Source: an optimization exercise on an open RTL-to-GDS flow (aim: small area, a short achievable clock period and few clock cycles). Production flows keep margins and buffers that such runs may drop.
Function was checked by simulation only, so behaviour that the tests miss may differ from the original.
Power figures rest on the tool's default switching activity, not on a simulated workload.

==> design/flow/config.mk <==
export PLATFORM = sky130hd
export DESIGN_NAME = mvm_accel
export DESIGN_NICKNAME = mvm_accel
export VERILOG_FILES = /design/flow/design.v
export SDC_FILE = /design/flow/constraint.sdc
export NUM_CORES = 4
export LEC_CHECK = 0
export CAP_MARGIN = 20
export CORE_MARGIN = 2
export CORE_UTILIZATION = 40
export SLEW_MARGIN = 20
==> design/flow/constraint.sdc <==
create_clock -name core_clock -period 12.0 [get_ports {clk_main_a0}]
set_input_delay 2.4000 -clock core_clock [delete_from_list [all_inputs] [get_ports {clk_main_a0}]]
set_output_delay 2.4000 -clock core_clock [all_outputs]
set_load 0.01 [all_outputs]
==> design/flow/design.v <==
`default_nettype none
package mvm_pkg;
  localparam int dim       = 16;
  localparam int elem_w    = 8;
  localparam int word_w    = 32;
  localparam int addr_w    = 32;
  localparam int mat_words = 64;
  localparam int vec_words = 4;
  localparam logic [addr_w-1:0] data_addr    = 32'h0000_0500;
  localparam logic [addr_w-1:0] status_addr  = 32'h0000_0504;
  localparam logic [addr_w-1:0] scratch_addr = 32'h0000_0548;
  localparam logic [word_w-1:0] unimpl_value = 32'hdead_beef;
  typedef logic [elem_w-1:0] elem_t;
  typedef elem_t [dim-1:0]   vec_t;
  typedef vec_t [dim-1:0]    mat_t;
  typedef union packed {
    elem_t [word_w/elem_w-1:0] lanes;
    logic [word_w-1:0]         count;
  } load_word_u;
  typedef struct packed {
    logic              awvalid;
    logic [addr_w-1:0] awaddr;
    logic              wvalid;
    logic [word_w-1:0] wdata;
    logic              bready;
    logic              arvalid;
    logic [addr_w-1:0] araddr;
    logic              rready;
  } axil_req_t;
  typedef struct packed {
    logic              awready;
    logic              wready;
    logic              bvalid;
    logic [1:0]        bresp;
    logic              arready;
    logic              rvalid;
    logic [word_w-1:0] rdata;
    logic [1:0]        rresp;
  } axil_rsp_t;
  typedef struct packed {
    logic       valid;
    load_word_u word;
  } load_wr_t;
endpackage
`default_nettype wire
`default_nettype none
module mvm_axil_slave (
  input  logic               clk_main_a0,
  input  logic               rst_main_n_sync,
  input  mvm_pkg::axil_req_t axil_req,
  output mvm_pkg::axil_rsp_t axil_rsp,
  input  logic               busy,
  input  logic [mvm_pkg::dim-1:0][mvm_pkg::elem_w-1:0]      result,
  output mvm_pkg::load_wr_t  load_wr
);
  logic                         wr_active;
  logic [mvm_pkg::addr_w-1:0]            wr_addr;
  logic                         wr_strobe;
  logic                         bvalid;
  logic                         arready;
  logic                         ar_accept;
  logic                         arvalid_q;
  logic [mvm_pkg::addr_w-1:0]            araddr_q;
  logic                         rvalid;
  logic [mvm_pkg::word_w-1:0]            rdata;
  logic [mvm_pkg::word_w-1:0]            rd_word;
  logic [$clog2(mvm_pkg::vec_words)-1:0] rd_ptr;
  logic [mvm_pkg::word_w-1:0]            scratch;
  always_ff @(posedge clk_main_a0) begin
    if (!rst_main_n_sync) begin
      wr_active <= 1'b0;
    end else if (wr_active && bvalid && axil_req.bready) begin
      wr_active <= 1'b0;
    end else if (!wr_active && axil_req.awvalid) begin
      wr_active <= 1'b1;
    end
  end
  always_ff @(posedge clk_main_a0) begin
    if (!wr_active && axil_req.awvalid) begin
      wr_addr <= axil_req.awaddr;
    end
  end
  assign wr_strobe = wr_active && axil_req.wvalid;
  always_ff @(posedge clk_main_a0) begin
    if (!rst_main_n_sync) begin
      bvalid <= 1'b0;
    end else if (bvalid && axil_req.bready) begin
      bvalid <= 1'b0;
    end else if (wr_strobe) begin
      bvalid <= 1'b1;
    end
  end
  always_ff @(posedge clk_main_a0) begin
    if (!rst_main_n_sync) begin
      scratch <= '0;
    end else if (wr_strobe && (wr_addr == mvm_pkg::scratch_addr)) begin
      scratch <= axil_req.wdata;
    end
  end
  assign load_wr.valid = wr_strobe && (wr_addr == mvm_pkg::data_addr);
  assign load_wr.word  = axil_req.wdata;
  assign arready   = !arvalid_q && !rvalid;
  assign ar_accept = axil_req.arvalid && arready;
  always_ff @(posedge clk_main_a0) begin
    if (!rst_main_n_sync) begin
      arvalid_q <= 1'b0;
    end else begin
      arvalid_q <= ar_accept;
    end
  end
  always_ff @(posedge clk_main_a0) begin
    if (ar_accept) begin
      araddr_q <= axil_req.araddr;
    end
  end
  always_comb begin
    case (araddr_q)
      mvm_pkg::data_addr:    rd_word = result[rd_ptr * (mvm_pkg::word_w / mvm_pkg::elem_w) +: (mvm_pkg::word_w / mvm_pkg::elem_w)];
      mvm_pkg::status_addr:  rd_word = {{(mvm_pkg::word_w - 1){1'b0}}, busy};
      mvm_pkg::scratch_addr: rd_word = scratch;
      default:      rd_word = mvm_pkg::unimpl_value;
    endcase
  end
  always_ff @(posedge clk_main_a0) begin
    if (!rst_main_n_sync) begin
      rvalid <= 1'b0;
      rd_ptr <= '0;
    end else if (rvalid && axil_req.rready) begin
      rvalid <= 1'b0;
    end else if (arvalid_q) begin
      rvalid <= 1'b1;
      if (araddr_q == mvm_pkg::data_addr) begin
        rd_ptr <= rd_ptr + 1'b1;
      end
    end
  end
  always_ff @(posedge clk_main_a0) begin
    if (arvalid_q) begin
      rdata <= rd_word;
    end
  end
  assign axil_rsp.awready = !wr_active;
  assign axil_rsp.wready  = wr_strobe;
  assign axil_rsp.bvalid  = bvalid;
  assign axil_rsp.bresp   = 2'b00;
  assign axil_rsp.arready = arready;
  assign axil_rsp.rvalid  = rvalid;
  assign axil_rsp.rdata   = rdata;
  assign axil_rsp.rresp   = 2'b00;
endmodule
`default_nettype wire
`default_nettype none
module mvm_operand_buffer (
  input  logic              clk_main_a0,
  input  logic              rst_main_n_sync,
  input  mvm_pkg::load_wr_t load_wr,
  input  logic              busy,
  output logic [mvm_pkg::dim-1:0][mvm_pkg::dim-1:0][mvm_pkg::elem_w-1:0]     mat,
  output logic [mvm_pkg::dim-1:0][mvm_pkg::elem_w-1:0]     vec,
  output logic              start,
  output logic [31:0]       iter_count
);
  logic [$clog2(mvm_pkg::mat_words + mvm_pkg::vec_words + 1)-1:0] load_idx;
  logic                                         load_en;
  logic                                         in_mat;
  logic                                         is_trig;
  logic [$clog2(mvm_pkg::dim)-1:0]                       row_sel;
  logic [$clog2(mvm_pkg::dim)-1:0]                       lane_base;
  assign load_en = load_wr.valid && !busy;
  assign in_mat  = load_idx < mvm_pkg::mat_words;
  assign is_trig = load_idx == (mvm_pkg::mat_words + mvm_pkg::vec_words);
  assign row_sel   = load_idx[$clog2(mvm_pkg::mat_words)-1:2];
  assign lane_base = {load_idx[1:0], 2'b00};
  always_ff @(posedge clk_main_a0) begin
    if (!rst_main_n_sync) begin
      load_idx <= '0;
      start    <= 1'b0;
    end else begin
      start <= 1'b0;
      if (load_en) begin
        if (is_trig) begin
          load_idx <= '0;
          start    <= 1'b1;
        end else begin
          load_idx <= load_idx + 1'b1;
        end
      end
    end
  end
  always_ff @(posedge clk_main_a0) begin
    if (load_en) begin
      if (in_mat) begin
        mat[row_sel][lane_base +: (mvm_pkg::word_w / mvm_pkg::elem_w)] <= load_wr.word.lanes;
      end else if (!is_trig) begin
        vec[lane_base +: (mvm_pkg::word_w / mvm_pkg::elem_w)] <= load_wr.word.lanes;
      end else begin
        iter_count <= load_wr.word.count;
      end
    end
  end
endmodule
`default_nettype wire
`default_nettype none
module mvm_engine (
  input  logic          clk_main_a0,
  input  logic          rst_main_n_sync,
  input  logic          start,
  input  logic [31:0]   iter_count,
  input  logic [mvm_pkg::dim-1:0][mvm_pkg::dim-1:0][mvm_pkg::elem_w-1:0] mat,
  input  logic [mvm_pkg::dim-1:0][mvm_pkg::elem_w-1:0] vec,
  output logic          busy,
  output logic [mvm_pkg::dim-1:0][mvm_pkg::elem_w-1:0] result
);
  logic [$clog2(mvm_pkg::dim)-1:0] row;
  logic [$clog2(mvm_pkg::dim)-1:0] col;
  logic [31:0]            iters_left;
  logic                   write_back;
  logic                   last_col;
  logic                   last_row;
  logic                   mac_step;
  logic                   launch;
  logic [mvm_pkg::dim-1:0][mvm_pkg::elem_w-1:0]                   work_vec;
  logic [mvm_pkg::dim-1:0][mvm_pkg::elem_w-1:0]                   next_vec;
  logic [mvm_pkg::elem_w-1:0]                  product;
  logic [mvm_pkg::elem_w-1:0]                  partial;
  assign launch   = start && !busy;
  assign last_col = col == (mvm_pkg::dim - 1);
  assign last_row = row == (mvm_pkg::dim - 1);
  assign mac_step = busy && !write_back && (iters_left != 0);
  assign product = work_vec[col] * mat[row][col];
  assign partial = (col == 0) ? product : next_vec[row] + product;
  always_ff @(posedge clk_main_a0) begin
    if (launch) begin
      work_vec <= vec;
    end else if (busy && write_back) begin
      work_vec <= next_vec;
    end
    if (mac_step) begin
      next_vec[row] <= partial;
    end
  end
  always_ff @(posedge clk_main_a0) begin
    if (!rst_main_n_sync) begin
      busy       <= 1'b0;
      write_back <= 1'b0;
      row        <= '0;
      col        <= '0;
      iters_left <= '0;
      result     <= '0;
    end else if (!busy) begin
      if (start) begin
        busy       <= 1'b1;
        write_back <= 1'b0;
        row        <= '0;
        col        <= '0;
        iters_left <= iter_count;
      end
    end else if (iters_left == 0) begin
      result <= work_vec;
      busy   <= 1'b0;
    end else if (write_back) begin
      write_back <= 1'b0;
      iters_left <= iters_left - 1'b1;
      if (iters_left == 1) begin
        result <= next_vec;
        busy   <= 1'b0;
      end
    end else begin
      col <= col + 1'b1;
      if (last_col) begin
        row <= row + 1'b1;
        if (last_row) begin
          write_back <= 1'b1;
        end
      end
    end
  end
endmodule
`default_nettype wire
`default_nettype none
module mvm_top (
  input  logic               clk_main_a0,
  input  logic               rst_main_n_sync,
  input  mvm_pkg::axil_req_t axil_req,
  output mvm_pkg::axil_rsp_t axil_rsp
);
  mvm_pkg::load_wr_t    load_wr;
  logic [mvm_pkg::dim-1:0][mvm_pkg::dim-1:0][mvm_pkg::elem_w-1:0]        mat;
  logic [mvm_pkg::dim-1:0][mvm_pkg::elem_w-1:0]        vec;
  logic        start;
  logic [31:0] iter_count;
  logic        busy;
  logic [mvm_pkg::dim-1:0][mvm_pkg::elem_w-1:0]        result;
  mvm_axil_slave u_slave (
    .clk_main_a0     (clk_main_a0),
    .rst_main_n_sync (rst_main_n_sync),
    .axil_req        (axil_req),
    .axil_rsp        (axil_rsp),
    .busy            (busy),
    .result          (result),
    .load_wr         (load_wr)
  );
  mvm_operand_buffer u_buffer (
    .clk_main_a0     (clk_main_a0),
    .rst_main_n_sync (rst_main_n_sync),
    .load_wr         (load_wr),
    .busy            (busy),
    .mat             (mat),
    .vec             (vec),
    .start           (start),
    .iter_count      (iter_count)
  );
  mvm_engine u_engine (
    .clk_main_a0     (clk_main_a0),
    .rst_main_n_sync (rst_main_n_sync),
    .start           (start),
    .iter_count      (iter_count),
    .mat             (mat),
    .vec             (vec),
    .busy            (busy),
    .result          (result)
  );
endmodule
`default_nettype wire
`default_nettype none
module mvm_accel (
  input  wire        clk_main_a0,
  input  wire        rst_main_n_sync,
  input  wire        awvalid,
  input  wire [31:0] awaddr,
  input  wire        wvalid,
  input  wire [31:0] wdata,
  input  wire        bready,
  input  wire        arvalid,
  input  wire [31:0] araddr,
  input  wire        rready,
  output wire        awready,
  output wire        wready,
  output wire        bvalid,
  output wire [1:0]  bresp,
  output wire        arready,
  output wire        rvalid,
  output wire [31:0] rdata,
  output wire [1:0]  rresp
);
  mvm_pkg::axil_req_t req;
  mvm_pkg::axil_rsp_t rsp;
  assign req.awvalid = awvalid;
  assign req.awaddr  = awaddr;
  assign req.wvalid  = wvalid;
  assign req.wdata   = wdata;
  assign req.bready  = bready;
  assign req.arvalid = arvalid;
  assign req.araddr  = araddr;
  assign req.rready  = rready;
  assign awready = rsp.awready;
  assign wready  = rsp.wready;
  assign bvalid  = rsp.bvalid;
  assign bresp   = rsp.bresp;
  assign arready = rsp.arready;
  assign rvalid  = rsp.rvalid;
  assign rdata   = rsp.rdata;
  assign rresp   = rsp.rresp;
  mvm_top u_top (
    .clk_main_a0     (clk_main_a0),
    .rst_main_n_sync (rst_main_n_sync),
    .axil_req        (req),
    .axil_rsp        (rsp)
  );
endmodule
`default_nettype wire
==> design/flow/run.sh <==
#!/bin/bash
# synth_recipe.tcl (not shown) runs the flow's synth.tcl, then flattens the netlist and writes it again
# the make line also repeats each setting of config.mk as NAME=value (left out here)
make -C /OpenROAD-flow-scripts/flow DESIGN_CONFIG=/design/flow/config.mk WORK_HOME=/design/flow/orfs CLKGATE_MAP_FILE= SYNTH_SCRIPT=/design/flow/synth_recipe.tcl finish
==> results.json <==
{
  "dieWidth_um": 592,
  "core_area_um2": 344000,
  "post_cts_buffers": 0,
  "dp_hpwl_um": 255000,
  "placed_cell_area_um2": 144000,
  "fin_area_um2": 154000,
  "period_share": 0.838,
  "hold_path_class": "reg -> reg",
  "synth_seq_area_share": 0.587,
  "overflow": 0,
  "synth_top_area_frac": 0.556,
  "final_cell_mix": "edfxtp_1, mux2_2, nand2_1, mux4_2, o21ai_0",
  "fillers": 29900,
  "clk_path_buf_depth": 4,
  "numCtsBuffers": 312,
  "nets": 9200,
  "synth_area_leaders": "edfxtp_1, mux2_2, mux4_2, dfxtp_1, mux2i_1",
  "die_h_um": 592,
  "crit_fanout": 30,
  "async_flop_share": 0,
  "setup-tns-final_ps": 0,
  "antenna_found_initial": 39,
  "cp_slowest_cell": "a211oi_1",
  "rsz0062_at_grt": "false",
  "fin_crit_ps": 10060,
  "drc": 0,
  "synthFlopType": "edfxtp_1",
  "peakVddDrop_v": 0.000164,
  "dr.first_iter.drc_count": 10600,
  "synth-seq-cells": 2776,
  "setup_viol": 0,
  "die_area_um2": 351000,
  "vias": 85700,
  "portBuffers": 139,
  "numPlacedInstances": 13300,
  "cts_resized": 0,
  "max_cap_viol_count": 0,
  "ctsHoldBuffers": 0,
  "wl_um": 429000,
  "clkLatencyLatePin_ps": 930,
  "clkSinkCount": 2776,
  "rows": 215,
  "syn_inst": 9197,
  "ant_nets": 0,
  "dr.max_layer_used": "met5",
  "area_delta_synth_final_pct": 11.5,
  "criticalPathCategory": "reg -> reg",
  "syn_area_um2": 138000,
  "outcome": "no timing/DRC/antenna violations",
  "grtUsageTotal": 0.239,
  "cts_tree": "done",
  "fin_skew_ps": 59.4,
  "grt_max_degree": 237,
  "finalPower_uw": 20100,
  "seq_area_um2": 81200,
  "maxSlewViolCount": 0,
  "hold_viol": 0,
  "synth_edf_count": 2560,
  "grt_pass1_wl_um": 614000,
  "root_buffer": "clkbuf_16",
  "multi_input_area_um2": 53000,
  "power_density_nw_per_um2": 130,
  "p_leak_uw": 0.0401,
  "h-tree-depth": 5,
  "start_util": 0.403,
  "critical_path.endpoint_type": "flop",
  "worst_slew_pin_slew_ps": 1220,
  "final.hold.worst_slack_ps": 498,
  "wl_met2_um": 199000,
  "synth.yosys.warnings": 3,
  "wl_met1_um": 177000,
  "grt_pass1_vias": 84400,
  "clk_pin_slew_ps": 60,
  "wl_per_cell_um": 31.0,
  "max_slew_margin": 0.181,
  "wl_met3_um": 35500,
  "avgSynthCellArea_um2": 15.0,
  "critPathMaxStageDelay_ps": 990,
  "gp_congestion": 0.863,
  "yosysTopAreaCell": "edfxtp_1",
  "cp-start-kind": "flop",
  "required_ps": 12620,
  "fmax_mhz": 99.4,
  "layout_commonest_cell": "edfxtp_1",
  "vias_per_cell": 6.19,
  "critPathArrivalTime_ps": 10680,
  "dr.pass1.iters": 6,
  "top_level_ports": 144,
  "layout-drive-gt1-share": 0.370,
  "stdcell_count": 13800,
  "yosysUniqueCellTypes": 92
}
## where the power goes
part | switching [µW] | total (µW) | internal [µW] | leakage [µW]
Sequential | 6.01 | 10400 | 10400 | 0.0183
Combinational | 289 | 345 | 56.3 | 0.0170
Clock | 4040 | 9340 | 5300 | 0.00473
Total | 4340 | 20100 | 15800 | 0.0401
## synthesized netlist by cell type, drive strengths merged (31+ instances only)
library cell / n
nor3: 48
nor4: 31
o22ai: 39
inv: 181
a22oi: 97
dfxtp: 216
nor2: 368
a311oi: 134
edfxtp: 2560
nand2: 634
mux2: 2073
clkbuf: 637
mux2i: 263
buf: 216
a21oi: 86
a22o: 45
ha: 48
mux4: 555
nand3: 192
o21ai: 397
## sequential cells by signal (all words and copies together), names as in the netlist, 128 cells and up
name                     cells
u_top.u_buffer.mat        2048
u_top.u_buffer.vec         128
u_top.u_engine.next_vec    128
u_top.u_engine.result      128
u_top.u_engine.work_vec    128
## metal layers
| metal | up-vias | track usage |
|---|---|---|
| met3 | 766 | 0.0375 |
| li1 | 35600 | - |
| met5 | - | 0 |
| met2 | 3840 | 0.380 |
| met1 | 45500 | 0.329 |
| met4 | 10 | 0.0900 |
## critical path: cells and delay by family (launching register included)
family	cells	cell delay, ps
AND/OR/NAND/NOR	6	620
adder cells (fa/ha/maj)	6	2510
buffers and inverters	5	1610
XOR/XNOR	5	1580
multiplexers	2	900
flip-flops	1	830
AO/OA/AOI/OAI	4	1650
## final timing paths
check                                                            start                                     end  slack (ps)  cells past startpoint
worst max-delay path                u_top.u_engine.col[0]$_SDFFE_PN0P_   u_top.u_engine.next_vec[23]$_DFFE_PP_        1940                     28
worst min-delay path            u_top.u_engine.result[35]$_SDFFE_PN0P_  u_top.u_engine.result[35]$_SDFFE_PN0P_         500                      2
worst max register to register      u_top.u_engine.col[0]$_SDFFE_PN0P_   u_top.u_engine.next_vec[23]$_DFFE_PP_        1940                     28
worst min register to register  u_top.u_engine.result[35]$_SDFFE_PN0P_  u_top.u_engine.result[35]$_SDFFE_PN0P_         500                      2
## through the flow
stage | worst slack [ps] | utilization
floorplan | -22230 | -
global placement | 1940 | 0.418
detailed placement | 2120 | 0.419
CTS | 2050 | 0.448
global route | 1790 | 0.449
finish | 1940 | 0.449
## cell type report
type / instances / area share
clock inverter: 154 / 0.00830
timing repair buffer: 375 / 0.0253
antenna: 9 / 0.000146
clock buffer: 402 / 0.0547
sequential: 2776 / 0.526
inverter: 184 / 0.00455
tap: 4557 / 0.0370
multi-input combinational: 5387 / 0.344
## cells by family after synthesis
| logic type | count (synthesis) | share of synthesized area |
|---|---|---|
| fa+ha+maj | 61 | 0.00622 |
| flops | 2776 | 0.587 |
| simple gates | 1411 | 0.0440 |
| buf+inv | 1037 | 0.0344 |
| compound gates | 983 | 0.0474 |
| mux | 2891 | 0.278 |
| other cells | 1 | 0.0000271 |
| xor+xnor | 37 | 0.00265 |
Testbench counts, summed over its fixed seeds: cycles 26,130.

[separate check: timing with driven ports]
Ports are ideal in the flow. The routed layout listed here was re-timed in OpenROAD.
Step 1: set_driving_cell puts a clkbuf_16 on clk_main_a0 and a buf_2 on each other input, an assumption about the parent block.
Step 2 times the ports against the registers' clock, not the clock port: input delays grow and output delays shrink by t, the midpoint of the rising clock arrivals with the driver on.
a / b / c = ideal ports / drivers / drivers and shift; a / b = the first two.
shift t [ns]: 1.008
slack for setup (ns): 1.944 / 1.944 / 1.944
cell pins on the clock port's net: 1
After both steps this run still meets setup and hold. For this run, drivers alone change the setup slack by 0.000 ns; drivers and shift together by 0.000 ns.
